Background: an optimization exercise with open tools, aiming at small area, a short achievable clock period and few clock cycles. Do not read the settings as production practice. Only simulation tests tie the RTL to the original design; equivalence was not proved.

`flow/design.v`:
```
`default_nettype none
module gaLfsr (
    input  logic       CLK,
    input  logic       seedLoad,    
    input  logic       pairIssue,   
    input  logic       lastPair,    
    input  logic       runEnd,      
    output logic [3:0] qA,          
    output logic       mutA,
    output logic [2:0] posAA,
    output logic [2:0] posBA,
    output logic [3:0] qB,          
    output logic       mutB,
    output logic [2:0] posAB,
    output logic [2:0] posBB
);
    localparam logic [99:0] J20 = {10'h25A, 10'h12D, 10'h2AA, 10'h155, 10'h296, 10'h14B, 10'h299, 10'h370, 10'h1B8, 10'h0DC};
    localparam logic [99:0] J30 = {10'h392, 10'h1C9, 10'h2D8, 10'h16C, 10'h0B6, 10'h05B, 10'h211, 10'h334, 10'h19A, 10'h0CD};
    localparam logic [99:0] J40 = {10'h165, 10'h28E, 10'h147, 10'h29F, 10'h373, 10'h385, 10'h3FE, 10'h1FF, 10'h2C3, 10'h35D};
    localparam logic [99:0] J50 = {10'h12E, 10'h097, 10'h277, 10'h307, 10'h3BF, 10'h3E3, 10'h3CD, 10'h3DA, 10'h1ED, 10'h2CA};
    function automatic logic [9:0] jump(input logic [9:0] r, input logic [99:0] J);
        for (int i = 0; i < 10; i++)
            jump[i] = ^(r & J[10*i +: 10]);
    endfunction
    logic [9:0] R;
    logic [9:0] sA;    
    logic [9:0] sB;    
    always_comb
    begin
        sA = lastPair ? jump(R, J40) : jump(R, J20);
        sB = lastPair ? jump(R, J50) : jump(R, J30);
    end
    always_ff @(posedge CLK)
    begin
        if (seedLoad)
            R <= 10'h00A;
        else if (pairIssue)
            R <= sA;
    end
    always_ff @(posedge CLK)
    begin
        if (runEnd)
            qA <= '0;
        else if (pairIssue)
        begin
            qA    <= (sA[9:6] < sA[8:5]) ? sA[9:6] : sA[8:5];
            mutA  <= (sA[7:0] < 64);
            posAA <= {sA[0] ^ sA[3] ^ sA[4] ^ sA[5] ^ sA[6], sA[9:8]};
            posBA <= sA[3:1];
            qB    <= (sB[9:6] < sB[8:5]) ? sB[9:6] : sB[8:5];
            mutB  <= (sB[7:0] < 64);
            posAB <= {sB[0] ^ sB[3] ^ sB[4] ^ sB[5] ^ sB[6], sB[9:8]};
            posBB <= sB[3:1];
        end
    end
endmodule
`default_nettype wire
`default_nettype none
module tourEvaluator (
    input  logic        CLK,
    input  logic        coordWrEn,
    input  logic [2:0]  coordWrAddr,
    input  logic [7:0]  coordWrX,
    input  logic [7:0]  coordWrY,
    input  logic [23:0] route,
    output logic [10:0] key
);
    logic [7:0] coordX [8];
    logic [7:0] coordY [8];
    logic [11:0] S;
    always_ff @(posedge CLK)
    begin
        if (coordWrEn)
        begin
            coordX[coordWrAddr] <= coordWrX;
            coordY[coordWrAddr] <= coordWrY;
        end
    end
    logic [9:0] S4 [4];
    always_ff @(posedge CLK)
    begin
        for (int i = 0; i < 4; i++)
            S4[i] <= ({2'd0, coordX[2*i]} + {2'd0, coordY[2*i]})
                   + ({2'd0, coordX[2*i+1]} + {2'd0, coordY[2*i+1]});
        S <= ({2'd0, S4[0]} + {2'd0, S4[1]}) + ({2'd0, S4[2]} + {2'd0, S4[3]});
    end
    function automatic logic [7:0] max8(input logic [7:0] a, input logic [7:0] b);
        max8 = (a > b) ? a : b;
    endfunction
    logic [7:0] xA [8];
    logic [7:0] yA [8];
    always_comb
    begin
        for (int i = 0; i < 8; i++)
        begin
            xA[i] = '0;
            yA[i] = '0;
            for (int c = 0; c < 8; c++)
            begin
                xA[i] = xA[i] | ({8{route[3*i +: 3] == c[2:0]}} & coordX[c]);
                yA[i] = yA[i] | ({8{route[3*i +: 3] == c[2:0]}} & coordY[c]);
            end
        end
    end
    logic [8:0] edgeA [8];
    always_ff @(posedge CLK)
    begin
        for (int i = 0; i < 8; i++)
        begin
            edgeA[i] <= {1'b0, max8(xA[i], xA[(i+1)%8])} + {1'b0, max8(yA[i], yA[(i+1)%8])};
        end
    end
    function automatic logic [23:0] csa(input logic [11:0] a, input logic [11:0] b,
                                        input logic [11:0] c);
        csa[11:0]  = a ^ b ^ c;
        csa[23:12] = {(a[10:0] & b[10:0]) | (a[10:0] & c[10:0]) | (b[10:0] & c[10:0]), 1'b0};
    endfunction
    logic [11:0] t [9];
    logic [23:0] l1a, l1b, l1c, l2a, l2b, l3a, l4a;
    logic [11:0] sumA;
    always_comb
    begin
        for (int i = 0; i < 8; i++)
            t[i] = {3'd0, edgeA[i]};
        t[8] = ~S;    
        l1a = csa(t[0], t[1], t[2]);
        l1b = csa(t[3], t[4], t[5]);
        l1c = csa(t[6], t[7], t[8]);
        l2a = csa(l1a[11:0], l1a[23:12], l1b[11:0]);
        l2b = csa(l1b[23:12], l1c[11:0], l1c[23:12]);
        l3a = csa(l2a[11:0], l2a[23:12], l2b[11:0]);
        l4a = csa(l3a[11:0], l3a[23:12], l2b[23:12]);
        sumA = l4a[11:0] + l4a[23:12] + 12'd1;
    end
    assign key = sumA[10:0];
endmodule
`default_nettype wire
`default_nettype none
module popStore (
    input  logic         CLK,
    input  logic         snap,
    input  logic [63:0]  rankOf,      
    input  logic [175:0] keys,        
    input  logic         wrEn,
    input  logic [2:0]   wrPair,      
    input  logic [23:0]  wrRouteA,
    input  logic [23:0]  wrRouteB,
    input  logic [3:0]   rdRankA,
    output logic [23:0]  rdRouteA,
    output logic [10:0]  rdKeyA,
    input  logic [3:0]   rdRankB,
    output logic [23:0]  rdRouteB,
    output logic [10:0]  rdKeyB
);
    logic [23:0] C      [16];
    logic [23:0] par    [16];
    logic [10:0] parKey [16];
    always_ff @(posedge CLK)
    begin
        for (int p = 0; p < 16; p++)
        begin
            if (wrEn && rankOf[4*p +: 4] == {wrPair, 1'b0})
                C[p] <= wrRouteA;
            else if (wrEn && rankOf[4*p +: 4] == {wrPair, 1'b1})
                C[p] <= wrRouteB;
        end
    end
    always_ff @(posedge CLK)
    begin
        if (snap)
            for (int p = 0; p < 16; p++)
            begin
                par[p]    <= C[p];
                parKey[p] <= keys[11*p +: 11];
            end
    end
    always_comb
    begin
        rdRouteA = '0;
        rdRouteB = '0;
        rdKeyA   = '0;
        rdKeyB   = '0;
        for (int p = 0; p < 16; p++)
        begin
            rdRouteA = rdRouteA | ({24{rankOf[4*p +: 4] == rdRankA}} & par[p]);
            rdKeyA   = rdKeyA   | ({11{rankOf[4*p +: 4] == rdRankA}} & parKey[p]);
            rdRouteB = rdRouteB | ({24{rankOf[4*p +: 4] == rdRankB}} & par[p]);
            rdKeyB   = rdKeyB   | ({11{rankOf[4*p +: 4] == rdRankB}} & parKey[p]);
        end
    end
endmodule
`default_nettype wire
`default_nettype none
module fitnessRanker (
    input  logic        CLK,
    input  logic        RESET,
    input  logic        clearAll,    
    input  logic        snap,        
    input  logic        ins,
    input  logic [2:0]  insPair,
    input  logic [10:0] keyA,
    input  logic [10:0] keyB,
    output logic [63:0] rankOf,      
    output logic [175:0] keysNext,   
    output logic [10:0] bestNext     
);
    logic [10:0] D [16];
    logic [3:0]  r [16];
    logic [16-1:0] v;
    logic        snapped;
    logic [10:0] best;
    logic [16-1:0] wA, wB;    
    logic [16-1:0] ltA, ltB;  
    logic [16-1:0] leA, leB;
    logic        bFirst;
    logic [16-1:0] thA, thB;  
    logic [3:0]  rankA, rankB;
    logic [3:0]  rn [16];
    logic [10:0] dn [16];
    logic [10:0] m;
    logic        mLt;
    function automatic logic lt11(input logic [10:0] a, input logic [10:0] b);
        logic [15:0] l, g, e;
        l = '0;
        e = '1;
        for (int i = 0; i < 11; i++)
        begin
            l[i] = !a[i] && b[i];
            g[i] = a[i] && !b[i];
            e[i] = !l[i] && !g[i];
        end
        for (int w = 1; w < 16; w = w * 2)
            for (int i = 0; i + w < 16; i = i + 2 * w)
            begin
                l[i] = l[i + w] || (e[i + w] && l[i]);
                e[i] = e[i + w] && e[i];
            end
        lt11 = l[0];
    endfunction
    function automatic logic [3:0] thermCount(input logic [15:0] t);
        thermCount[3] = t[7];
        thermCount[2] = t[11] || (t[3] && !t[7]);
        thermCount[1] = t[13] || (t[9] && !t[11]) || (t[5] && !t[7]) || (t[1] && !t[3]);
        thermCount[0] = t[14] || (t[12] && !t[13]) || (t[10] && !t[11]) || (t[8] && !t[9])
                      || (t[6] && !t[7]) || (t[4] && !t[5]) || (t[2] && !t[3]) || (t[0] && !t[1]);
    endfunction
    always_comb
    begin
        for (int p = 0; p < 16; p++)
        begin
            wA[p]  = ins && rankOf[4*p +: 4] == {insPair, 1'b0};
            wB[p]  = ins && rankOf[4*p +: 4] == {insPair, 1'b1};
            ltA[p] = lt11(keyA, D[p]);
            ltB[p] = lt11(keyB, D[p]);
            leA[p] = v[p] && !ltA[p];
            leB[p] = v[p] && !ltB[p];
        end
        bFirst = lt11(keyB, keyA);
        thA = '0;
        thB = '0;
        for (int k = 0; k < 16; k++)
            for (int p = 0; p < 16; p++)
            begin
                thA[k] = thA[k] || (leA[p] && r[p] == k[3:0]);
                thB[k] = thB[k] || (leB[p] && r[p] == k[3:0]);
            end
        rankA = thermCount(bFirst ? {thA[14:0], 1'b1} : thA);
        rankB = thermCount(bFirst ? thB : {thB[14:0], 1'b1});
        for (int p = 0; p < 16; p++)
        begin
            if (wA[p])
                rn[p] = rankA;
            else if (wB[p])
                rn[p] = rankB;
            else if (ins && v[p] && ltA[p] && ltB[p])
                rn[p] = r[p] + 4'd2;
            else if (ins && v[p] && (ltA[p] || ltB[p]))
                rn[p] = r[p] + 4'd1;
            else
                rn[p] = r[p];
        end
        for (int p = 0; p < 16; p++)
        begin
            if (wA[p])
                dn[p] = keyA;
            else if (wB[p])
                dn[p] = keyB;
            else
                dn[p] = D[p];
            keysNext[11*p +: 11] = dn[p];
        end
        m   = bFirst ? keyB : keyA;
        mLt = bFirst ? lt11(keyB, best) : lt11(keyA, best);
        bestNext = (ins && mLt) ? m : best;
    end
    always_ff @(posedge CLK)
    begin
        for (int p = 0; p < 16; p++)
        begin
            r[p] <= rn[p];
            D[p] <= dn[p];
        end
    end
    always_ff @(posedge CLK)
    begin
        if (clearAll)
            best <= '1;
        else
            best <= bestNext;
    end
    always_ff @(posedge CLK)
    begin
        if (RESET || clearAll)
            v <= '0;
        else
            for (int p = 0; p < 16; p++)
            begin
                if (snapped)
                    v[p] <= (rankOf[4*p+1 +: 3] == 3'd0);
                else if (wA[p] || wB[p])
                    v[p] <= 1'b1;
            end
    end
    always_ff @(posedge CLK)
        snapped <= snap;
    always_ff @(posedge CLK)
    begin
        if (clearAll)
            for (int p = 0; p < 16; p++)
                rankOf[4*p +: 4] <= p[3:0];
        else if (snap)
            for (int p = 0; p < 16; p++)
                rankOf[4*p +: 4] <= rn[p];
    end
endmodule
`default_nettype wire
`default_nettype none
module offspringBuilder (
    input  logic [23:0] parent,
    input  logic        mutate,
    input  logic [2:0]  posA,
    input  logic [2:0]  posB,
    output logic [23:0] child
);
    logic [2:0] src;
    always_comb
    begin
        for (int i = 0; i < 8; i++)
        begin
            if (mutate && posA == i[2:0])
                src = posB;
            else if (mutate && posB == i[2:0])
                src = posA;
            else
                src = i[2:0];
            child[3*i +: 3] = parent[3*src +: 3];
        end
    end
endmodule
`default_nettype wire
`default_nettype none
module gaController (
    input  logic       CLK,
    input  logic       RESET,
    input  logic       start,
    input  logic [7:0] numGenerations,
    input  logic       both,         
    input  logic       evt0,         
    input  logic       evtE,         
    input  logic [10:0] bestKey,     
    output logic       runStart,     
    output logic       finalEvt,     
    output logic       issuing,
    output logic       sub,          
    output logic       advance,      
    output logic [2:0] pairIdx,
    output logic       first,        
    output logic       genDone,
    output logic       busy,
    output logic       done,
    output logic [11:0] bestDistance
);
    logic [7:0] genCnt;     
    logic [7:0] genLimit;
    logic       finish;
    logic       second;     
    assign runStart = start && !busy;
    assign sub      = issuing && both && !second;
    assign advance  = issuing && !sub;
    assign finalEvt = (evt0 || evtE) && (genCnt + 8'd1 == genLimit);
    always_ff @(posedge CLK)
    begin
        if (RESET)
        begin
            busy         <= 1'b0;
            done         <= 1'b0;
            genDone      <= 1'b0;
            issuing      <= 1'b0;
            finish       <= 1'b0;
            first        <= 1'b0;
            second       <= 1'b0;
            bestDistance <= '0;
        end
        else
        begin
            genDone <= 1'b0;
            if (runStart)
            begin
                busy     <= 1'b1;
                done     <= 1'b0;
                genCnt   <= '0;
                genLimit <= numGenerations;
                first    <= 1'b1;
                issuing  <= 1'b1;
                pairIdx  <= '0;
                second   <= 1'b0;
            end
            else if (finish)
            begin
                busy   <= 1'b0;
                done   <= 1'b1;
                finish <= 1'b0;
            end
            else if (busy)
            begin
                if (issuing)
                    second <= sub;
                if (advance)
                begin
                    if (pairIdx == 3'd7)
                        issuing <= 1'b0;
                    pairIdx <= pairIdx + 3'd1;
                end
                if (evt0 || evtE)
                begin
                    genDone      <= 1'b1;
                    genCnt       <= genCnt + 8'd1;
                    bestDistance <= {bestKey, 1'b0};
                end
                if (evtE)
                    first <= 1'b0;
                if (finalEvt)
                begin
                    finish  <= 1'b1;
                    issuing <= 1'b0;
                    second  <= 1'b0;
                end
                else if (evtE)
                begin
                    issuing <= 1'b1;
                    pairIdx <= 3'd1;
                end
            end
        end
    end
endmodule
`default_nettype wire
`default_nettype none
module gaTspTop (
    input  logic      CLK,
    input  logic      RESET,
    input  logic      coordWrEn,
    input  logic [2:0]  coordWrAddr,
    input  logic [7:0]  coordWrX,
    input  logic [7:0]  coordWrY,
    input  logic        start,
    input  logic [7:0]  numGenerations,
    input  logic [2:0]  bestRdPos,
    output logic        busy,
    output logic        genDone,
    output logic [11:0] bestDistance,
    output logic        done,
    output logic [2:0]  bestRdCity
);
    logic        runStart;
    logic        finalEvt;
    logic        issuing;
    logic        sub;
    logic        advance;
    logic [2:0]  pairIdx;
    logic        first;
    logic        evt0;
    logic        evtE;
    logic [3:0]  qA, qB;
    logic        mutA, mutB;
    logic [2:0]  posAA, posBA, posAB, posBB;
    logic        effA, effB;      
    logic [23:0] parA, parB;
    logic [10:0] pkA, pkB;
    logic [23:0] childA, childB;
    logic [63:0] rankOf;
    logic [175:0] keysNext;
    logic [10:0] bestKey;
    logic [23:0] rA;
    logic        vA, vE, vD;
    logic        cA, cE, cD;      
    logic [2:0]  jA, jE, jD;
    logic        eaA, eaE, eaD;   
    logic        ebA, ebE, ebD;
    logic        twA, twE, twD;   
    logic [10:0] kaA, kaE;        
    logic [10:0] kbA, kbE;
    logic [10:0] kEval;           
    logic [10:0] kHold;           
    logic [10:0] kId;             
    logic [10:0] insKeyA, insKeyB;
    assign effA = mutA && (posAA != posBA) && (pairIdx != 3'd0);
    assign effB = mutB && (posAB != posBB) && (pairIdx != 3'd0);
    gaController controller (
        .CLK            (CLK),
        .RESET          (RESET),
        .start          (start),
        .numGenerations (numGenerations),
        .both           (effA && effB),
        .evt0           (evt0),
        .evtE           (evtE),
        .bestKey        (bestKey),
        .runStart       (runStart),
        .finalEvt       (finalEvt),
        .issuing        (issuing),
        .sub            (sub),
        .advance        (advance),
        .pairIdx        (pairIdx),
        .first          (first),
        .genDone        (genDone),
        .busy           (busy),
        .done           (done),
        .bestDistance   (bestDistance)
    );
    gaLfsr lfsr (
        .CLK       (CLK),
        .seedLoad  (runStart),
        .pairIssue (advance),
        .lastPair  (pairIdx == 3'd7),
        .runEnd    (finalEvt),
        .qA        (qA),
        .mutA      (mutA),
        .posAA     (posAA),
        .posBA     (posBA),
        .qB        (qB),
        .mutB      (mutB),
        .posAB     (posAB),
        .posBB     (posBB)
    );
    popStore store (
        .CLK      (CLK),
        .snap     (evtE),
        .rankOf   (rankOf),
        .keys     (keysNext),
        .wrEn     (issuing),
        .wrPair   (pairIdx),
        .wrRouteA (childA),
        .wrRouteB (childB),
        .rdRankA  (qA),
        .rdRouteA (parA),
        .rdKeyA   (pkA),
        .rdRankB  (qB),
        .rdRouteB (parB),
        .rdKeyB   (pkB)
    );
    offspringBuilder buildA (
        .parent (first ? 24'o76543210 : parA),
        .mutate (effA),
        .posA   (posAA),
        .posB   (posBA),
        .child  (childA)
    );
    offspringBuilder buildB (
        .parent (first ? 24'o76543210 : parB),
        .mutate (effB),
        .posA   (posAB),
        .posB   (posBB),
        .child  (childB)
    );
    always_ff @(posedge CLK)
    begin
        rA  <= (effB && !sub) ? childB : childA;
        cA  <= !sub;
        jA  <= pairIdx;
        eaA <= effA || (pairIdx == 3'd0);
        ebA <= effB || (pairIdx == 3'd0);
        twA <= effA && effB;
        kaA <= pkA;
        kbA <= pkB;
        cE  <= cA;   cD  <= cE;
        jE  <= jA;   jD  <= jE;
        eaE <= eaA;
        ebE <= ebA;
        twE <= twA;
        kaE <= kaA;
        kbE <= kbA;
    end
    always_ff @(posedge CLK)
    begin
        if (vE && !cE)
            kHold <= kEval;
        if (vE && jE == 3'd0)
            kId <= kEval;
        if (eaE)
            insKeyA <= twE ? kHold : kEval;
        else
            insKeyA <= first ? kId : kaE;
        if (ebE)
            insKeyB <= kEval;
        else
            insKeyB <= first ? kId : kbE;
    end
    always_ff @(posedge CLK)
    begin
        if (RESET || finalEvt)
        begin
            vA <= 1'b0;
            vE <= 1'b0;
            vD <= 1'b0;
        end
        else
        begin
            vA <= issuing;
            vE <= vA;
            vD <= vE;
        end
    end
    assign evt0 = vD && cD && (jD == 3'd0);
    assign evtE = vD && cD && (jD == 3'd7);
    tourEvaluator evaluator (
        .CLK         (CLK),
        .coordWrEn   (coordWrEn),
        .coordWrAddr (coordWrAddr),
        .coordWrX    (coordWrX),
        .coordWrY    (coordWrY),
        .route       (rA),
        .key         (kEval)
    );
    fitnessRanker ranker (
        .CLK      (CLK),
        .RESET    (RESET),
        .clearAll (runStart),
        .snap     (evtE),
        .ins      (vD && cD),
        .insPair  (jD),
        .keyA     (insKeyA),
        .keyB     (insKeyB),
        .rankOf   (rankOf),
        .keysNext (keysNext),
        .bestNext (bestKey)
    );
    always_ff @(posedge CLK)
        bestRdCity <= first ? bestRdPos : parA[3*bestRdPos +: 3];
endmodule
`default_nettype wire
```
`flow/constraint.sdc`:
```
create_clock -name core_clock -period 10.0 [get_ports {CLK}]
set_input_delay 2.0000 -clock core_clock [delete_from_list [all_inputs] [get_ports {CLK}]]
set_output_delay 2.0000 -clock core_clock [all_outputs]
set_load 0.01 [all_outputs]
```
`flow/run.sh`:
```
#!/bin/bash
# synth_recipe.tcl (not shown) runs the flow's synth.tcl, then flattens the netlist and writes it again
# the make line also repeats each setting of config.mk as NAME=value (left out here)
make -C /OpenROAD-flow-scripts/flow DESIGN_CONFIG=/design/flow/config.mk WORK_HOME=/design/flow/orfs CLKGATE_MAP_FILE= SYNTH_SCRIPT=/design/flow/synth_recipe.tcl finish
```
`flow/config.mk`:
```
export PLATFORM = sky130hd
export DESIGN_NAME = gaTspTop
export DESIGN_NICKNAME = gaTspTop
export VERILOG_FILES = /design/flow/design.v
export SDC_FILE = /design/flow/constraint.sdc
export NUM_CORES = 4
export LEC_CHECK = 0
export CAP_MARGIN = 20
export CORE_MARGIN = 2
export CORE_UTILIZATION = 35
export SETUP_SLACK_MARGIN = 5
export SLEW_MARGIN = 20
```
==> results of run 1 <==
-- layer usage --
| layer | vias to the layer above | part of all wire, % | track usage [%] |
|---|---|---|---|
| met5 | - | 0.13 | 0.372 |
| met4 | 22 | 7.9 | 20.2 |
| met3 | 2021 | 13 | 9.94 |
| met2 | 7492 | 41 | 46.3 |
| met1 | 48200 | 38 | 42.0 |
| li1 | 41500 | - | - |
-- cells in the final DEF (no fill, tap or decap), drive strengths merged, types with 160 or more instances in the layout --
cell    synthesis  final
a22o          201    201
mux2i         534    534
clkbuf        493    260
nor2          913    913
xnor2         301    301
a22oi         261    261
edfxtp       1131   1131
xor2          225    225
a21oi         853    853
buf           247    683
nand4         160    160
o21ai         441    442
dfxtp         601    601
a221oi        275    275
nand3         293    293
inv           517    514
mux2          185    185
nand2         727    728
ha            757    757
-- flip-flops by register name, summed over array words and instances, names as in the netlist, 72 cells and up --
signal           count
evaluator.edgeA     72
store.parKey       176
store.par          384
ranker.D           176
store.C            384
-- cells by family (layout without fill, tap and decap cells) --
kind of cell	count (synthesis)	after routing	share of synthesized area (%)
compound gates	2899	2902	17.9
xor+xnor	526	526	4.15
fa+ha+maj	862	862	10.4
buf+inv	1258	1619	4.49
flops	1732	1732	41.5
mux	856	856	9.52
other cells	1	24	0.00338
simple gates	2804	2806	12.1
-- stage by stage --
step / util [%] / cells / hold WS [ps] / area (µm²)
floorplan: - / 10900 / 310 / 111000
global placement: 37.0 / 14700 / 310 / 117000
detailed placement: 37.0 / 14700 / 312 / 117000
CTS: 40.0 / 15200 / 288 / 126000
global route: 41.2 / 15500 / 281 / 130000
finish: 41.2 / 15500 / 279 / 130000
-- what timing repair did --
| action | in CTS | in global routing |
|---|---|---|
| gates resized for setup | 292 | 299 |
| endpoints found under the setup margin | 471 | 286 |
| setup buffers | 142 | 224 |
| pin swaps | 41 | 69 |
| cloned | 4 | 8 |
| hold buffers | 0 | 0 |
-- cells in the mapped netlist, types with 137 or more instances --
| cell type | number | share of area, % |
|---|---|---|
| a221oi_1 | 266 | 2.1 |
| mux4_2 | 137 | 2.8 |
| mux2_2 | 183 | 1.9 |
| nand2_1 | 723 | 2.4 |
| o21ai_0 | 398 | 1.8 |
| nor3_1 | 149 | 0.67 |
| ha_1 | 757 | 8.5 |
| xnor2_1 | 301 | 2.4 |
| mux2i_1 | 524 | 4.7 |
| clkbuf_1 | 493 | 1.7 |
| nand4_1 | 159 | 0.90 |
| inv_1 | 516 | 1.7 |
| edfxtp_1 | 1131 | 31 |
| nor2_1 | 911 | 3.1 |
| xor2_1 | 225 | 1.8 |
| dfxtp_1 | 601 | 11 |
| nand3_1 | 291 | 1.3 |
| a21oi_1 | 847 | 3.8 |
| a22oi_1 | 260 | 1.8 |
| a22o_1 | 201 | 1.6 |
-- final cells by class --
| class | instances | area, µm² | area share, % |
|---|---|---|---|
| multi-input combinational | 7953 | 63000 | 48.5 |
| tap | 4160 | 5200 | 4.01 |
| antenna | 23 | 57.6 | 0.0443 |
| clock buffer | 253 | 5310 | 4.09 |
| clock inverter | 106 | 1360 | 1.05 |
| sequential | 1732 | 46100 | 35.5 |
| timing repair buffer | 742 | 6900 | 5.31 |
| inverter | 518 | 2010 | 1.55 |
-- final timing paths --
check,start,to,depth (start not counted)
setup reg to reg,ranker.rankOf[40]$_SDFFE_PP0P_,rA[10]$_DFF_P_,13
hold reg to reg,jA[1]$_DFF_P_,jE[1]$_DFF_P_,0
hold / removal,jA[1]$_DFF_P_,jE[1]$_DFF_P_,0
setup / recovery,ranker.rankOf[40]$_SDFFE_PP0P_,rA[10]$_DFF_P_,13
==> impl_metrics.yaml, run 1 <==
critical_path:
  top_family_by_delay_on_critical_path: "buffers and inverters"
  timing.critical_path.from_type: "flip-flop"
  critical-path-max-stage-delay_ps: 680
  path_buf_inv: 4
  critical_path.endpoint_type: "flip-flop"
  cpMaxStageDelayCell: "buf_4"
  timing.setup.critical_path_class: "reg2reg"
  cp_max_fo: 24
  worst_path_required_time_ps: 10730
  rrSetupSlack_ps: 4940
  crit_path_frequent_cell: "buf_4"
  timing.critical_path.arrival_ps: 5790
  crit_chain: "buf_4 -> xor2_1 -> nor4_4 -> buf_4 -> buf_4 -> a22o_1 -> a221oi_1 -> nand3_1 -> nor3_1 -> buf_4 -> mux4_2 -> mux2_2 -> a21oi_2"
placement:
  gp_congestion: 1.10
  place_ws_ps: 3350
  io_buffer_count: 50
  hpwl_after_detailed_placement_mm: 365
worst_hold_path:
  worstHoldPathType: "reg2reg"
layout:
  final_layout_size_suffix_gt1_share_pct: 16.6
  syn2layout_area_growth_pct: 17.1
  number_of_nets_at_the_end_of_the_flow: 12000
  fillCellCount: 30300
logic_synthesis:
  syn-instance-count: 10900
  synth_seq_area_share_pct: 41.5
  main_flop_type_after_synthesis: "edfxtp_1"
  synthesis.yosys.warnings: 19
  synthArstFlopShare_pct: 0
  post_synth_instance_area_um2: 111000
  synth-seq-cells: 1732
  synth_edf_count: 1131
  synth_cell_types: 121
  synth_area_per_cell_um2: 10.1
  synth_nets: 11800
cts:
  ctsLongestPathBuffers: 4
  htree_num_levels: 4
  cts_tree: "yes"
  clock_latency_late_sink_ps: 950
  clk_root_buffer_cell: "clkbuf_16"
  numCtsBuffers: 194
  numClockSinks: 1732
  clkTransAtPathRegs_ps: 70
global_routing:
  grt_antenna_before_repair: 32
  grt_max_degree: 166
  grt_pass1_vias: 90100
  grt_first_pass_wirelength_mm: 732
  grt_use_total_pct: 32.2
  overflow: 0
die:
  floorplan.rows: 206
  die-width_um: 567
  design.portCount: 52
  initial_util_pct: 35.2
  core_area_um2: 315000
  die-area_um2: 321000
  fp.dieH_um: 567
detailed_routing:
  detail_route.vias_per_cell: 6.41
  final_antenna_net_count: 0
  final_wl_mm: 546
  dr.first_iter.drc_count: 15800
  post_drt_wl_per_cell_um: 35.2
  drc: 0
  vias: 99200
  detailedRoute.firstPassIterationCount: 10
timing:
  timing.clock.skew_ps: 122
  setup_ws_ps: 4940
  final-hold-violation-count: 0
  worst_pin_slew_ps: 1280
  timing.max_slew.rel_slack_pct: 14.2
  setup_violations: 0
  setup_repair_after_global_routing_missed_its_margin: "true"
  timing.final.crit_share_pct: 50.6
  timing.final.max_slew_violations: 0
  final_critical_path_required_period_ps: 5060
  max_freq_ghz: 0.198
  totalNegativeSetupSlack_ps: 0
flow_run:
  maxCapViolations: 0
outcome:
  status: "complete, no violations"
Testbench counts, summed over its fixed seeds: cycles 15,126.
==> run 2: changes to the inputs <==
--- a/flow/config.mk
+++ b/flow/config.mk
@@ -8,5 +8,4 @@
 export CAP_MARGIN = 20
 export CORE_MARGIN = 2
 export CORE_UTILIZATION = 35
-export SETUP_SLACK_MARGIN = 5
 export SLEW_MARGIN = 20
==> impl_metrics.yaml, run 2 <==
timing:
  timing.final.crit_share_pct: 67.2
  setup_violations: 0
  timing.final.max_slew_violations: 0
  timing.clock.skew_ps: 139
  max_freq_ghz: 0.149
  final_critical_path_required_period_ps: 6720
  setup_repair_after_global_routing_missed_its_margin: "false"
  totalNegativeSetupSlack_ps: 0
  worst_pin_slew_ps: 1240
  timing.max_slew.rel_slack_pct: 17.0
  timing.hold.ws_ps: 312
  setup_ws_ps: 3280
  final-hold-violation-count: 0
layout:
  biggestRegsByFlops: "store.C x384, store.par x384"
  mostFrequentLayoutCell: "edfxtp_1"
  layout.cell_area.non_filler_um2: 124000
  finalNonFillerCells: 15100
  syn2layout_area_growth_pct: 11.4
  final_core_utilization_pct: 39.2
  fillCellCount: 30700
  most-common-layout-cells: "edfxtp_1 (1131), nor2_1 (894), a21oi_1 (845)"
  final_layout_size_suffix_gt1_share_pct: 11.1
  number_of_nets_at_the_end_of_the_flow: 11700
die:
  die-area_um2: 321000
  initial_util_pct: 35.2
  core_area_um2: 315000
  die-width_um: 567
  fp.dieH_um: 567
  floorplan.rows: 206
  design.portCount: 52
logic_synthesis:
  main_flop_type_after_synthesis: "edfxtp_1"
  synth.most_common_cell: "edfxtp_1"
  synthArstFlopShare_pct: 0
  synth_cell_types: 121
  synth_seq_area_share_pct: 41.5
  post_synth_instance_area_um2: 111000
  syn-instance-count: 10900
  synth_edf_count: 1131
  synth.top_cells.by_area: "edfxtp_1 (31%), dfxtp_1 (11%), ha_1 (8.5%)"
  synthesis.yosys.warnings: 19
  synth_largest_area_cell: "edfxtp_1"
  proportion_of_netlist_area_held_by_the_largest_area_contributor_pct: 30.6
  synth_area_per_cell_um2: 10.1
  synth.top_cells.by_count: "edfxtp_1 (1131), nor2_1 (911), a21oi_1 (847)"
  synth_nets: 11800
  synth-seq-cells: 1732
cts:
  clkTransAtPathRegs_ps: 70
  clock_latency_late_sink_ps: 970
  post_cts.repair.setup_buffers: 0
  numClockSinks: 1732
  cts_tree: "yes"
  hold_buffers: 0
  clk_root_buffer_cell: "clkbuf_16"
  htree_num_levels: 4
  numCtsBuffers: 195
  cts_resized: 0
  ctsLongestPathBuffers: 4
critical_path:
  timing.setup.critical_path_class: "reg2reg"
  timing.critical_path.from_type: "flip-flop"
  critical_path.endpoint_type: "flip-flop"
  crit_chain: "inv_1 -> buf_4 -> ha_1 -> o21ai_0 -> a22oi_1 -> nand2_1 -> nand2_1 -> o221ai_1 -> or3b_1 -> nor4b_1 -> mux2_2 -> a2111oi_2 -> nand2_2 -> mux2_2 -> a31o_1"
  critical-path-max-stage-delay_ps: 760
  timing.critical_path.arrival_ps: 7480
  cp_max_fo: 24
  worst_path_required_time_ps: 10760
  cpMaxStageDelayCell: "a22oi_1"
detailed_routing:
  final_antenna_net_count: 0
  dr.first_iter.drc_count: 15700
  drc: 0
  detailedRoute.firstPassIterationCount: 12
  post_drt_wl_per_cell_um: 35.5
  final_wl_mm: 537
  vias: 97000
  detail_route.vias_per_cell: 6.41
placement:
  io_buffer_count: 50
  placed_cells_incl_taps: 14800
  hpwl_after_detailed_placement_mm: 370
  place_ws_ps: 3610
  gp_congestion: 1.07
  detailed_place.area_um2: 117000
global_routing:
  grt_max_degree: 148
  grt_pass1_vias: 88500
  grt_use_total_pct: 32.1
  grt_first_pass_wirelength_mm: 726
  overflow: 0
  grt_antenna_before_repair: 45
flow_run:
  maxCapViolations: 0
outcome:
  status: "complete, no violations"
worst_hold_path:
  worstHoldPathType: "reg2reg"
-- run 2: cell counts after synthesis --
No cell type changed its count.
-- run 2: cell type report --
cell class / count / area, µm² / share of cell area [%]
clock inverters: 116 / 1330 / 1.07
clock buffers: 247 / 5320 / 4.30
repair buffers: 405 / 3210 / 2.60
well taps: 4160 / 5200 / 4.21
inverters: 518 / 1950 / 1.58
diodes: 18 / 45.0 / 0.0364
multi-input cells: 7948 / 60500 / 49.0
flip-flops and latches: 1732 / 46000 / 37.2
-- run 2: routing by layer --
metal | vias up | share of wire [%] | global-route usage (%)
li1 | 40800 | - | -
met1 | 47300 | 39 | 42.2
met2 | 7185 | 41 | 46.1
met3 | 1794 | 13 | 9.67
met4 | 24 | 7.3 | 19.6
met5 | - | 0.037 | 0.104
-- run 2: final timing paths --
kind	startpoint	to	slack (ps)	cells past startpoint
min reg2reg	store.C[5][11]$_DFFE_PP_	store.par[5][11]$_DFFE_PP_	310	0
max reg2reg	insKeyB[2]$_DFF_P_	ranker.rankOf[32]$_SDFFE_PP0P_	3280	15
max	insKeyB[2]$_DFF_P_	ranker.rankOf[32]$_SDFFE_PP0P_	3280	15
min	store.C[5][11]$_DFFE_PP_	store.par[5][11]$_DFFE_PP_	310	0
-- run 2: cells by family after synthesis --
family	synth area share, %
fa+ha+maj	10.4
other cells	0.00338
simple gates	12.1
xor+xnor	4.15
mux	9.52
buf+inv	4.49
compound gates	17.9
flops	41.5
-- run 2: critical path: cells and delay by family (launching register included) --
family,cells,cell delay [ps]
adder cells (fa/ha/maj),1,320
flip-flops,1,720
AND/OR/NAND/NOR,5,2540
buffers and inverters,2,350
AO/OA/AOI/OAI,5,1720
multiplexers,2,890
==> run 3: changes to the inputs <==
--- a/flow/design.v
+++ b/flow/design.v
@@ -220,20 +220,19 @@
     logic [10:0] m;
     logic        mLt;
     function automatic logic lt11(input logic [10:0] a, input logic [10:0] b);
-        logic [15:0] l, g, e;
+        logic [15:0] l, g;
         l = '0;
-        e = '1;
+        g = '0;
         for (int i = 0; i < 11; i++)
         begin
             l[i] = !a[i] && b[i];
             g[i] = a[i] && !b[i];
-            e[i] = !l[i] && !g[i];
         end
         for (int w = 1; w < 16; w = w * 2)
             for (int i = 0; i + w < 16; i = i + 2 * w)
             begin
-                l[i] = l[i + w] || (e[i + w] && l[i]);
-                e[i] = e[i + w] && e[i];
+                l[i] = l[i + w] || (!g[i + w] && l[i]);
+                g[i] = g[i + w] || (!l[i + w] && g[i]);
             end
         lt11 = l[0];
     endfunction
--- a/flow/config.mk
+++ b/flow/config.mk
@@ -8,4 +8,5 @@
 export CAP_MARGIN = 20
 export CORE_MARGIN = 2
 export CORE_UTILIZATION = 35
+export SETUP_SLACK_MARGIN = 5
 export SLEW_MARGIN = 20
==> impl_metrics.yaml, run 3 <==
cts:
  htree_num_levels: 4
  clock_latency_late_sink_ps: 920
  ctsLongestPathBuffers: 4
  hold_buffers: 0
  numCtsBuffers: 196
  numClockSinks: 1732
  cts_tree: "yes"
  clk_root_buffer_cell: "clkbuf_16"
  clkTransAtPathRegs_ps: 70
critical_path:
  critical-path-max-stage-delay_ps: 650
  timing.critical_path.arrival_ps: 5860
  cp_max_fo: 24
  worst_path_required_time_ps: 10710
  number_of_cells_on_the_critical_path: 13
  timing.critical_path.from_type: "flip-flop"
  timing.setup.critical_path_class: "reg2reg"
  cpMaxStageDelayCell: "buf_4"
  crit_chain: "buf_4 -> xor2_1 -> nor4_2 -> buf_4 -> buf_4 -> a22oi_1 -> nand4_1 -> nor2_1 -> nor2_1 -> mux4_2 -> mux2_2 -> nor2_1 -> a21oi_2"
  path_buf_inv: 3
  top_family_by_delay_on_critical_path: "buffers and inverters"
  critical_path.endpoint_type: "flip-flop"
  r2r.worst_path.cells: 13
timing:
  totalNegativeSetupSlack_ps: 0
  setup_violations: 0
  timing.hold.ws_ps: 315
  final-hold-violation-count: 0
  timing.max_slew.rel_slack_pct: 16.0
  timing.final.max_slew_violations: 0
  setup_repair_after_global_routing_missed_its_margin: "true"
  timing.final.crit_share_pct: 51.5
  worst_pin_slew_ps: 1250
  final_critical_path_required_period_ps: 5150
  timing.clock.skew_ps: 84.5
  max_freq_ghz: 0.194
layout:
  fillCellCount: 29900
  most-common-layout-cells: "edfxtp_1 (1131), nor2_1 (891), a21oi_1 (769)"
  final_layout_size_suffix_gt1_share_pct: 14.7
  finalNonFillerCells: 15400
  multiInputGateArea_um2: 60000
  biggestRegsByFlops: "store.C x384, store.par x384"
  syn2layout_area_growth_pct: 15.9
  mostFrequentLayoutCell: "edfxtp_1"
  sequential_cell_area_um2: 46100
  number_of_nets_at_the_end_of_the_flow: 11600
  layout.cell_area.non_filler_um2: 126000
die:
  die-area_um2: 316000
  die-width_um: 562
  floorplan.rows: 204
  fp.dieH_um: 562
  design.portCount: 52
  initial_util_pct: 35.3
  core_area_um2: 309000
logic_synthesis:
  synth_cell_types: 112
  synthesis.yosys.warnings: 19
  synth-seq-cells: 1732
  syn-instance-count: 11000
  synth.top_cells.by_area: "edfxtp_1 (31%), dfxtp_1 (11%), mux2i_1 (6.3%)"
  synth_area_per_cell_um2: 9.94
  proportion_of_netlist_area_held_by_the_largest_area_contributor_pct: 31.1
  synth_seq_area_share_pct: 42.2
  synth.top_cells.by_count: "edfxtp_1 (1131), nor2_1 (912), a21oi_1 (803)"
  synth.most_common_cell: "edfxtp_1"
  main_flop_type_after_synthesis: "edfxtp_1"
  synth_nets: 11500
  synthArstFlopShare_pct: 0
  synth_largest_area_cell: "edfxtp_1"
  synth_edf_count: 1131
  post_synth_instance_area_um2: 109000
global_routing:
  overflow: 0
  grt_max_degree: 179
  grt_antenna_before_repair: 29
  grt_use_total_pct: 30.6
  grt_first_pass_wirelength_mm: 695
  grt_pass1_vias: 89000
placement:
  io_buffer_count: 50
  detailed_place.area_um2: 115000
  hpwl_after_detailed_placement_mm: 336
  placed_cells_incl_taps: 14700
  gp_congestion: 1.08
detailed_routing:
  vias: 98900
  final_wl_mm: 510
  post_drt_wl_per_cell_um: 33.2
  detailedRoute.firstPassIterationCount: 9
  drc: 0
  detail_route.vias_per_cell: 6.44
  dr.first_iter.drc_count: 15900
  final_antenna_net_count: 0
outcome:
  status: "complete, no violations"
flow_run:
  maxCapViolations: 0
worst_hold_path:
  worstHoldPathType: "reg2reg"
  holdPathStages: 0
-- run 3: changes by cell type after synthesis, sizes merged, moves of 60 or more --
cell    delta
maj3      +81
o22ai     +60
nand2    -103
nand3     -61
clkbuf    +93
nor2b     +76
xnor2     -64
ha       -350
nand2b    +95
mux2i    +148
-- run 3: metrics by stage --
stage / utilization (%) / setup WS, ps
final: 40.8 / 4850
after global routing: 40.8 / 4920
after detailed placement: 37.2 / 3650
after floorplan: - / 5030
after global placement: 37.2 / 3620
after CTS: 39.9 / 5000
-- run 3: final timing paths --
check	start	to	slack [ps]
setup reg to reg	ranker.rankOf[28]$_SDFFE_PP1P_	rA[7]$_DFF_P_	4850
hold / removal	kbA[4]$_DFF_P_	kbE[4]$_DFF_P_	310
hold reg to reg	kbA[4]$_DFF_P_	kbE[4]$_DFF_P_	310
setup / recovery	ranker.rankOf[28]$_SDFFE_PP1P_	rA[7]$_DFF_P_	4850
-- run 3: cells by family after synthesis --
group                      after synthesis  synth area share, %
AOI/OAI and AO/OA                     3060                 19.1
and+or+nand+nor                       2784                 12.2
DFF                                   1732                 42.2
buffers and inverters                 1340                 4.74
muxes                                  941                 10.2
adders and majority gates              593                 7.30
xor gates and xnor gates               520                 4.18
other                                    1              0.00344
-- run 3: final cells by class --
| cell class | count | area share, % |
|---|---|---|
| clock inverter | 101 | 0.916 |
| antenna | 25 | 0.0495 |
| clock buffer | 255 | 4.28 |
| multi-input combinational | 7902 | 47.5 |
| timing repair buffer | 692 | 5.04 |
| inverter | 540 | 1.64 |
| timing repair inverter | 1 | 0.00594 |
| sequential | 1732 | 36.5 |
| tap | 4120 | 4.08 |
-- run 3: repair_timing --
item | 4_1_cts | 5_1_grt
gates cloned | 1 | 9
setup buffers | 73 | 169
resized for setup | 173 | 231
pin swaps | 11 | 21
setup endpoints to repair | 300 | 235
-- run 3: metal layers --
layer / vias up / part of all wire (%) / track usage [%]
li1: 41300 / - / -
met1: 48100 / 38 / 40.8
met2: 7574 / 41 / 44.0
met3: 1878 / 14 / 9.16
met4: 18 / 6.9 / 17.2
met5: - / 0.089 / 0.693
-- run 3: worst reg2reg max path: cells and delay by family (launching register included) --
family | cells | cell delay [ps]
compound gates | 2 | 800
xor+xnor | 1 | 190
buf+inv | 3 | 1640
flops | 1 | 310
mux | 2 | 740
simple gates | 5 | 1280
Testbench counts of run 3, summed over its fixed seeds: cycles 15,126.
==> run 4: changes to the inputs <==
--- a/flow/config.mk
+++ b/flow/config.mk
@@ -7,6 +7,6 @@
 export LEC_CHECK = 0
 export CAP_MARGIN = 20
 export CORE_MARGIN = 2
-export CORE_UTILIZATION = 35
+export CORE_UTILIZATION = 45
 export SETUP_SLACK_MARGIN = 5
 export SLEW_MARGIN = 20
==> impl_metrics.yaml, run 4 <==
global_routing:
  overflow: 0
  grt_antenna_before_repair: 26
  grt_pass1_vias: 92800
  grt_use_total_pct: 40.8
  grt_first_pass_wirelength_mm: 711
  grt_max_degree: 149
logic_synthesis:
  syn-instance-count: 11000
  synth_edf_count: 1131
  synth_largest_area_cell: "edfxtp_1"
  synthArstFlopShare_pct: 0
  synth_seq_area_share_pct: 42.2
  post_synth_instance_area_um2: 109000
  synth.most_common_cell: "edfxtp_1"
  proportion_of_netlist_area_held_by_the_largest_area_contributor_pct: 31.1
  synthesis.yosys.warnings: 19
  synth_cell_types: 112
  main_flop_type_after_synthesis: "edfxtp_1"
  synth_area_per_cell_um2: 9.94
  synth-seq-cells: 1732
  synth.top_cells.by_count: "edfxtp_1 (1131), nor2_1 (912), a21oi_1 (803)"
  synth.top_cells.by_area: "edfxtp_1 (31%), dfxtp_1 (11%), mux2i_1 (6.3%)"
  synth_nets: 11500
detailed_routing:
  drc: 0
  detailedRoute.firstPassIterationCount: 9
  final_antenna_net_count: 0
  detail_route.vias_per_cell: 6.96
  dr.first_iter.drc_count: 16000
  final_wl_mm: 523
  vias: 100000
  post_drt_wl_per_cell_um: 36.3
layout:
  number_of_nets_at_the_end_of_the_flow: 11600
  biggestRegsByFlops: "store.C x384, store.par x384"
  syn2layout_area_growth_pct: 14.5
  multiInputGateArea_um2: 59900
  final_core_utilization_pct: 51.9
  finalNonFillerCells: 14400
  fillCellCount: 21500
  mostFrequentLayoutCell: "edfxtp_1"
  final_layout_size_suffix_gt1_share_pct: 14.5
  most-common-layout-cells: "edfxtp_1 (1131), nor2_1 (889), a21oi_1 (774)"
  layout.cell_area.non_filler_um2: 125000
  sequential_cell_area_um2: 46100
timing:
  setup_repair_after_global_routing_missed_its_margin: "true"
  setup_ws_ps: 4920
  timing.final.max_slew_violations: 0
  timing.hold.ws_ps: 272
  totalNegativeSetupSlack_ps: 0
  timing.clock.skew_ps: 94.9
  final_critical_path_required_period_ps: 5080
  worst_pin_slew_ps: 1230
  final-hold-violation-count: 0
  timing.max_slew.rel_slack_pct: 18.0
  max_freq_ghz: 0.197
  timing.final.crit_share_pct: 50.8
  setup_violations: 0
die:
  die-width_um: 496
  floorplan.rows: 180
  initial_util_pct: 45.3
  fp.dieH_um: 496
  core_area_um2: 241000
  design.portCount: 52
  die-area_um2: 246000
critical_path:
  timing.critical_path.from_type: "flip-flop"
  rr_endpoint: "rA[12]$_DFF_P_"
  cp_max_fo: 21
  timing.setup.critical_path_class: "reg2reg"
  timing.critical_path.arrival_ps: 5760
  r2r.worst_path.cells: 14
  crit_start: "ranker.rankOf[24]$_SDFFE_PP0P_"
  rrSetupSlack_ps: 4920
  critical_path.endpoint_type: "flip-flop"
  worst_path_required_time_ps: 10680
  critPathCapture: "rA[12]$_DFF_P_"
  regToRegStartpoint: "ranker.rankOf[24]$_SDFFE_PP0P_"
cts:
  clkTransAtPathRegs_ps: 70
  htree_num_levels: 4
  clk_root_buffer_cell: "clkbuf_16"
  cts_tree: "yes"
  numCtsBuffers: 188
  ctsLongestPathBuffers: 3
  clock_latency_late_sink_ps: 900
  numClockSinks: 1732
placement:
  placed_cells_incl_taps: 13800
  io_buffer_count: 50
  place_ws_ps: 3940
  gp_congestion: 1.15
  hpwl_after_detailed_placement_mm: 348
  detailed_place.area_um2: 114000
flow_run:
  maxCapViolations: 0
outcome:
  status: "complete, no violations"
worst_hold_path:
  worstHoldPathType: "reg2reg"
==> run 4: cell counts after synthesis <==
No cell type changed its count.
==> run 4: kinds of logic after synthesis <==
logic type	synth area share, %
xor gates and xnor gates	4.18
and+or+nand+nor	12.2
buffers and inverters	4.74
muxes	10.2
DFF	42.2
adders and majority gates	7.30
AOI/OAI and AO/OA	19.1
other	0.00344
==> run 4: layout make-up <==
class	count	share of cell area, %
Clock inverter	119	1.25
Tap cell	3185	3.19
Timing Repair inverter	2	0.0100
Clock buffer	235	4.02
Multi-Input combinational cell	7899	48.0
Sequential cell	1732	36.9
Timing Repair Buffer	670	4.95
Antenna cell	15	0.0301
Inverter	540	1.68
==> run 4: layer usage <==
metal | share of wire (%) | track usage [%] | routed length, µm | vias to the layer above
met3 | 13 | 13.4 | 69600 | 2255
li1 | - | - | - | 41200
met4 | 8.8 | 30.3 | 46200 | 22
met5 | 0.037 | 0 | 196 | -
met1 | 36 | 50.4 | 188000 | 48800
met2 | 42 | 59.2 | 219000 | 8021
==> run 4: worst min-delay path by stage <==
| stage | start | endpoint | slack [ps] | cells after the start |
|---|---|---|---|---|
| 2_1_floorplan | cA$_DFF_P_ | cE$_DFF_P_ | 310 | 0 |
| 3_5_place_dp | jA[2]$_DFF_P_ | jE[2]$_DFF_P_ | 310 | 0 |
| 4_1_cts | kbA[5]$_DFF_P_ | kbE[5]$_DFF_P_ | 280 | 0 |
| 5_1_grt | kbA[5]$_DFF_P_ | kbE[5]$_DFF_P_ | 290 | 0 |
| 6_report | kbA[5]$_DFF_P_ | kbE[5]$_DFF_P_ | 270 | 0 |
| 3_3_place_gp | jA[1]$_DFF_P_ | jE[1]$_DFF_P_ | 310 | 0 |
==> run 4: what timing repair did <==
action                     in CTS  in global routing
setup endpoints to repair     396                277
resized for setup             162                219
cloned                          2                  6
hold buffers                    0                  0
buffers inserted               50                182
pin swaps                      11                 26
==> run 4: worst max-delay path, cell delays in order, from the launching register on <==
cell and delay [ps]:
dfxtp_1 330, buf_6 460, xor2_1 150, nor4_2 260
buf_4 490, buf_4 620, a22o_1 240, a221oi_1 60
and3_1 200, a31oi_1 650, mux2i_1 170, a21oi_1 180
o21ai_1 110, buf_4 260, mux2i_1 590
==> run 5: changes to the inputs <==
--- a/flow/config.mk
+++ b/flow/config.mk
@@ -10,3 +10,4 @@
 export CORE_UTILIZATION = 45
 export SETUP_SLACK_MARGIN = 5
 export SLEW_MARGIN = 20
+export TNS_END_PERCENT = 20
==> impl_metrics.yaml, run 5 <==
logic_synthesis:
  post_synth_instance_area_um2: 109000
  synth_seq_area_share_pct: 42.2
  synth.top_cells.by_count: "edfxtp_1 (1131), nor2_1 (912), a21oi_1 (803)"
  synth_edf_count: 1131
  synth_largest_area_cell: "edfxtp_1"
  synth_cell_types: 112
  synth_area_per_cell_um2: 9.94
  synth_nets: 11500
  synth.top_cells.by_area: "edfxtp_1 (31%), dfxtp_1 (11%), mux2i_1 (6.3%)"
  syn-instance-count: 11000
  synth-seq-cells: 1732
  synthesis.yosys.warnings: 19
  synthArstFlopShare_pct: 0
  main_flop_type_after_synthesis: "edfxtp_1"
  synth.most_common_cell: "edfxtp_1"
  proportion_of_netlist_area_held_by_the_largest_area_contributor_pct: 31.1
critical_path:
  worst_path_required_time_ps: 10700
  critical_path.endpoint_type: "flip-flop"
  timing.critical_path.from_type: "flip-flop"
  rrSetupSlack_ps: 4910
  timing.critical_path.arrival_ps: 5790
  cp_max_fo: 22
  r2r.worst_path.cells: 13
  rr_endpoint: "rA[7]$_DFF_P_"
  timing.setup.critical_path_class: "reg2reg"
  regToRegStartpoint: "ranker.rankOf[12]$_SDFFE_PP1P_"
layout:
  number_of_nets_at_the_end_of_the_flow: 11600
  mostFrequentLayoutCell: "edfxtp_1"
  biggestRegsByFlops: "store.C x384, store.par x384"
  multiInputGateArea_um2: 59900
  sequential_cell_area_um2: 46100
  most-common-layout-cells: "edfxtp_1 (1131), nor2_1 (891), a21oi_1 (775)"
  final_layout_size_suffix_gt1_share_pct: 14.4
  finalNonFillerCells: 14400
  fillCellCount: 21500
  layout.cell_area.non_filler_um2: 125000
  syn2layout_area_growth_pct: 14.5
  final_core_utilization_pct: 51.9
cts:
  cts_tree: "yes"
  numClockSinks: 1732
  clk_root_buffer_cell: "clkbuf_16"
  htree_num_levels: 4
  hold_buffers: 0
  clkTransAtPathRegs_ps: 60
  numCtsBuffers: 188
  clock_latency_late_sink_ps: 890
  ctsLongestPathBuffers: 3
global_routing:
  grt_use_total_pct: 40.8
  grt_antenna_before_repair: 29
  overflow: 0
  grt_first_pass_wirelength_mm: 710
  grt_pass1_vias: 92800
  grt_max_degree: 149
placement:
  placed_cells_incl_taps: 13800
  detailed_place.area_um2: 114000
  hpwl_after_detailed_placement_mm: 348
  place_ws_ps: 3940
  io_buffer_count: 50
  gp_congestion: 1.15
worst_hold_path:
  timing.hold.worst.start: "kbA[5]$_DFF_P_"
  worstHoldPathType: "reg2reg"
  timing.hold.worst_endpoint: "kbE[5]$_DFF_P_"
  holdPathStages: 0
timing:
  timing.clock.skew_ps: 91.5
  setup_violations: 0
  worst_pin_slew_ps: 1220
  max_freq_ghz: 0.196
  timing.hold.ws_ps: 273
  timing.final.max_slew_violations: 0
  timing.final.crit_share_pct: 50.9
  setup_ws_ps: 4910
  timing.max_slew.rel_slack_pct: 18.4
  final_critical_path_required_period_ps: 5090
  setup_repair_after_global_routing_missed_its_margin: "true"
  totalNegativeSetupSlack_ps: 0
  final-hold-violation-count: 0
detailed_routing:
  post_drt_wl_per_cell_um: 36.3
  drc: 0
  final_antenna_net_count: 0
  final_wl_mm: 523
  detail_route.vias_per_cell: 6.95
  dr.first_iter.drc_count: 16300
  detailedRoute.firstPassIterationCount: 9
  vias: 100000
flow_run:
  maxCapViolations: 0
die:
  initial_util_pct: 45.3
  fp.dieH_um: 496
  die-area_um2: 246000
  design.portCount: 52
  die-width_um: 496
  core_area_um2: 241000
  floorplan.rows: 180
outcome:
  status: "complete, no violations"
[run 5: cell count changes in the layout (fill, tap and decap cells not counted), sizes merged]
cell,before,now
buf,610,612
clkbuf,245,243
diode,15,14
o21ai,494,495
[run 5: timing repair]
item / 4_1_cts / 5_1_grt
endpoints found under the setup margin: 396 / 256
buffers inserted: 50 / 183
pin swaps: 10 / 24
resized for setup: 157 / 219
cloned: 2 / 6
[run 5: layout make-up]
class,count,share of cell area (%)
Multi-Input combinational cell,7900,48.0
Antenna cell,14,0.0281
Sequential cell,1732,36.9
Timing Repair inverter,2,0.0100
Clock inverter,119,1.25
Tap cell,3185,3.19
Inverter,540,1.68
Timing Repair Buffer,670,4.97
Clock buffer,235,4.02
[run 5: worst max path at each step]
stage / startpoint / to / slack [ps]
global placement: rA[8]$_DFF_P_ / evaluator.edgeA[2][8]$_DFF_P_ / 4050
CTS: ranker.rankOf[12]$_SDFFE_PP1P_ / rA[12]$_DFF_P_ / 4860
finish: ranker.rankOf[12]$_SDFFE_PP1P_ / rA[7]$_DFF_P_ / 4910
floorplan: rA[3]$_DFF_P_ / evaluator.edgeA[1][8]$_DFF_P_ / 5030
detailed placement: insKeyA[10]$_DFF_P_ / ranker.rankOf[26]$_SDFFE_PP1P_ / 3940
global route: evaluator.edgeA[7][2]$_DFF_P_ / insKeyA[9]$_DFF_P_ / 4880
[run 5: routing by layer]
layer	global-route usage (%)	wire, µm
met5	0	164
met2	59.3	218000
met1	50.5	187000
met4	30.2	47400
met3	13.2	70100
[run 5: kinds of logic (layout without fill, tap and decap cells)]
group           count (synthesis)  count (layout)  share of synthesized area, %
xor+xnor                      520             520                          4.18
mux                           941             941                          10.2
buf+inv                      1340            1566                          4.74
compound gates               3060            3061                          19.1
flops                        1732            1732                          42.2
other cells                     1              15                       0.00344
simple gates                 2784            2784                          12.2
fa+ha+maj                     593             593                          7.30
[run 5: worst max-delay path, cell delays in order (launching register included)]
cell and delay [ps]:
dfxtp_1 310, buf_4 530, xor2_1 160, nor4_2 270, buf_4 610, buf_4 500, a22o_1 230, a221oi_1 50
and3_1 210, a31oi_2 480, mux4_2 350, mux2_2 390, nor2_1 90, a21oi_1 660
==> run 6: changes to the inputs <==
--- a/flow/config.mk
+++ b/flow/config.mk
@@ -7,7 +7,6 @@
 export LEC_CHECK = 0
 export CAP_MARGIN = 20
 export CORE_MARGIN = 2
-export CORE_UTILIZATION = 45
+export CORE_UTILIZATION = 55
 export SETUP_SLACK_MARGIN = 5
 export SLEW_MARGIN = 20
-export TNS_END_PERCENT = 20
==> impl_metrics.yaml, run 6 <==
outcome:
  status: "complete, no violations"
layout:
  biggestRegsByFlops: "store.C x384, store.par x384"
  most-common-layout-cells: "edfxtp_1 (1131), nor2_1 (888), a21oi_1 (769)"
  fillCellCount: 15800
  mostFrequentLayoutCell: "edfxtp_1"
  syn2layout_area_growth_pct: 13.7
  final_core_utilization_pct: 62.9
  multiInputGateArea_um2: 60100
  final_layout_size_suffix_gt1_share_pct: 14.7
  sequential_cell_area_um2: 46100
  number_of_nets_at_the_end_of_the_flow: 11600
detailed_routing:
  wl_met2_mm: 212
  final_antenna_net_count: 0
  detail_route.vias_per_cell: 7.39
  post_drt_wl_per_cell_um: 37.3
  final_wl_mm: 517
  detailedRoute.firstPassIterationCount: 14
  vias: 102000
  maxUsedRoutingLayer: "met5"
  drc: 0
  dr.first_iter.drc_count: 20000
  route.met3.wl_mm: 78.2
  met1_length_mm: 174
die:
  die-area_um2: 202000
  design.portCount: 52
  fp.dieH_um: 449
  die-width_um: 449
  initial_util_pct: 55.3
  floorplan.rows: 163
  core_area_um2: 197000
logic_synthesis:
  synth-adder-area-share_pct: 7.30
  post_synth_instance_area_um2: 109000
  compound_gate_fraction_of_synth_area_pct: 19.1
  synth_top_family_by_area: "compound AO/OA/AOI/OAI gates"
  synth.top_cells.by_area: "edfxtp_1 (31%), dfxtp_1 (11%), mux2i_1 (6.3%)"
  synth-seq-cells: 1732
  synth_area_per_cell_um2: 9.94
  synth.top_cells.by_count: "edfxtp_1 (1131), nor2_1 (912), a21oi_1 (803)"
  synth_cell_types: 112
  synthesis.yosys.warnings: 19
  synth_seq_area_share_pct: 42.2
  synthArstFlopShare_pct: 0
  synth.mux.area_fraction_pct: 10.2
  main_flop_type_after_synthesis: "edfxtp_1"
  synth.most_common_cell: "edfxtp_1"
  synth_edf_count: 1131
  synth_largest_area_cell: "edfxtp_1"
  post_synth_and_or_nand_nor_area_fraction_pct: 12.2
  yosys.area_share.xor_xnor_pct: 4.18
  synth_nets: 11500
  proportion_of_netlist_area_held_by_the_largest_area_contributor_pct: 31.1
  syn-instance-count: 11000
worst_hold_path:
  worstHoldPathType: "reg2reg"
  holdPathStages: 0
timing:
  final_critical_path_required_period_ps: 5200
  final-hold-violation-count: 0
  totalNegativeSetupSlack_ps: 0
  timing.final.max_slew_violations: 0
  timing.final.crit_share_pct: 52.0
  max_freq_ghz: 0.192
  setup_violations: 0
  setup_repair_after_global_routing_missed_its_margin: "true"
  timing.max_slew.rel_slack_pct: 17.1
  timing.clock.skew_ps: 93.5
  worst_pin_slew_ps: 1240
  timing.hold.ws_ps: 315
placement:
  gp_congestion: 1.18
  hpwl_after_detailed_placement_mm: 347
  io_buffer_count: 50
cts:
  clkTransAtPathRegs_ps: 70
  clk_root_buffer_cell: "clkbuf_16"
  numCtsBuffers: 178
  clock_latency_late_sink_ps: 900
  numClockSinks: 1732
  cts_tree: "yes"
  htree_num_levels: 4
  hold_buffers: 0
  ctsLongestPathBuffers: 3
critical_path:
  critical-path-max-stage-delay_ps: 610
  cp_max_fo: 21
  worst_path_required_time_ps: 10630
  timing.critical_path.from_type: "flip-flop"
  rrSetupSlack_ps: 4800
  timing.setup.critical_path_class: "reg2reg"
  r2r.worst_path.cells: 13
  critical_path.endpoint_type: "flip-flop"
  regToRegStartpoint: "ranker.rankOf[20]$_SDFFE_PP1P_"
  crit_chain: "buf_4 -> xor2_1 -> nor4_2 -> buf_4 -> buf_4 -> a22oi_1 -> nand4_1 -> nor2_1 -> nor2_1 -> mux4_2 -> mux2_2 -> nor2_1 -> a21oi_2"
  crit_start: "ranker.rankOf[20]$_SDFFE_PP1P_"
  critPathCapture: "rA[10]$_DFF_P_"
  cpMaxStageDelayCell: "buf_4"
  rr_endpoint: "rA[10]$_DFF_P_"
  timing.critical_path.arrival_ps: 5830
global_routing:
  grt_pass1_vias: 95200
  grt_antenna_before_repair: 29
  grt_max_degree: 157
  grt_use_total_pct: 48.9
  grt_first_pass_wirelength_mm: 708
  overflow: 0
flow_run:
  maxCapViolations: 0
-- run 6: changes by cell type in the layout (fill, tap and decap cells not counted), sizes merged --
| cell | before | now |
|---|---|---|
| diode | 14 | 25 |
| bufinv | 25 | 14 |
| inv | 552 | 550 |
| clkinv | 70 | 60 |
| buf | 612 | 651 |
| clkbuf | 243 | 238 |
-- run 6: cell families after synthesis --
kind of cell,after synthesis
AO/OA/AOI/OAI,3060
AND/OR/NAND/NOR,2784
flip-flops,1732
buffers and inverters,1340
multiplexers,941
adder cells (fa/ha/maj),593
XOR/XNOR,520
other,1
-- run 6: through the flow --
step	area [µm²]	instances	setup slack, ps
final	124000	13900	4800
after floorplan	109000	11000	5030
after global routing	124000	13900	4880
after global placement	113000	13200	4000
after detailed placement	113000	13200	4000
after CTS	121000	13600	4910
-- run 6: worst min path at each step --
stage,startpoint,end
CTS,kbA[4]$_DFF_P_,kbE[4]$_DFF_P_
finish,kaA[1]$_DFF_P_,kaE[1]$_DFF_P_
detailed placement,kbA[2]$_DFF_P_,kbE[2]$_DFF_P_
floorplan,cA$_DFF_P_,cE$_DFF_P_
global route,kbA[4]$_DFF_P_,kbE[4]$_DFF_P_
global placement,jA[2]$_DFF_P_,jE[2]$_DFF_P_
-- run 6: worst max-delay path, delay by kind of cell (launching register included) --
family          cells  cell delay (ps)
simple gates        5             1240
mux                 2              740
xor+xnor            1              160
compound gates      2              720
flops               1              310
buf+inv             3             1680
-- run 6: repair_timing --
| item | 4_1_cts | 5_1_grt |
|---|---|---|
| setup endpoints to repair | 301 | 288 |
| buffers inserted | 66 | 229 |
| gates cloned | 1 | 3 |
| pin swaps | 10 | 30 |
| resized for setup | 164 | 236 |
-- run 6: layer usage --
layer | track usage, % | up-vias
met3 | 19.2 | 3020
li1 | - | 41300
met5 | 1.73 | -
met2 | 70.5 | 9382
met1 | 58.4 | 48800
met4 | 37.5 | 34
-- run 6: final cells by class --
| class | count | share of cell area [%] |
|---|---|---|
| diodes | 25 | 0.0504 |
| multi-input cells | 7900 | 48.4 |
| flip-flops and latches | 1732 | 37.1 |
| repair inverters | 1 | 0.00605 |
| clock buffers | 233 | 3.98 |
| repair buffers | 706 | 5.13 |
| inverters | 540 | 1.68 |
| well taps | 2640 | 2.66 |
| clock inverters | 97 | 0.908 |

afterwards: timing with drivers on the ports:
The flow's constraints put no driver on any port. The routed layouts listed below were extracted and timed again, unchanged, in two steps. Step 1 sets driving cells, clkbuf_16 on the clock port and buf_2 on the other inputs (assumed; they add their load-dependent delay and slew). Step 2 times the ports against the registers' clock, not the clock port: input delays grow and output delays shrink by t, the midpoint of the rising clock arrivals with the driver on. Three values: no drivers, after step 1, after step 2; two values: the first two.
| run | t, ns | setup WS [ns] | worst setup path after step 2 |
|---|---|---|---|
| run 1 | 0.981 | 4.937 / 4.937 / 4.937 | register to register |
| run 2 | 1.002 | 3.284 / 3.284 / 3.284 | register to register |
| run 3 | 0.974 | 4.846 / 4.846 / 4.846 | register to register |
| run 4 | 0.939 | 4.920 / 4.920 / 4.920 | register to register |
| run 5 | 0.932 | 4.910 / 4.910 / 4.910 | register to register |
| run 6 | 0.940 | 4.800 / 4.800 / 4.800 | register to register |
After both steps every run listed still meets setup and hold.
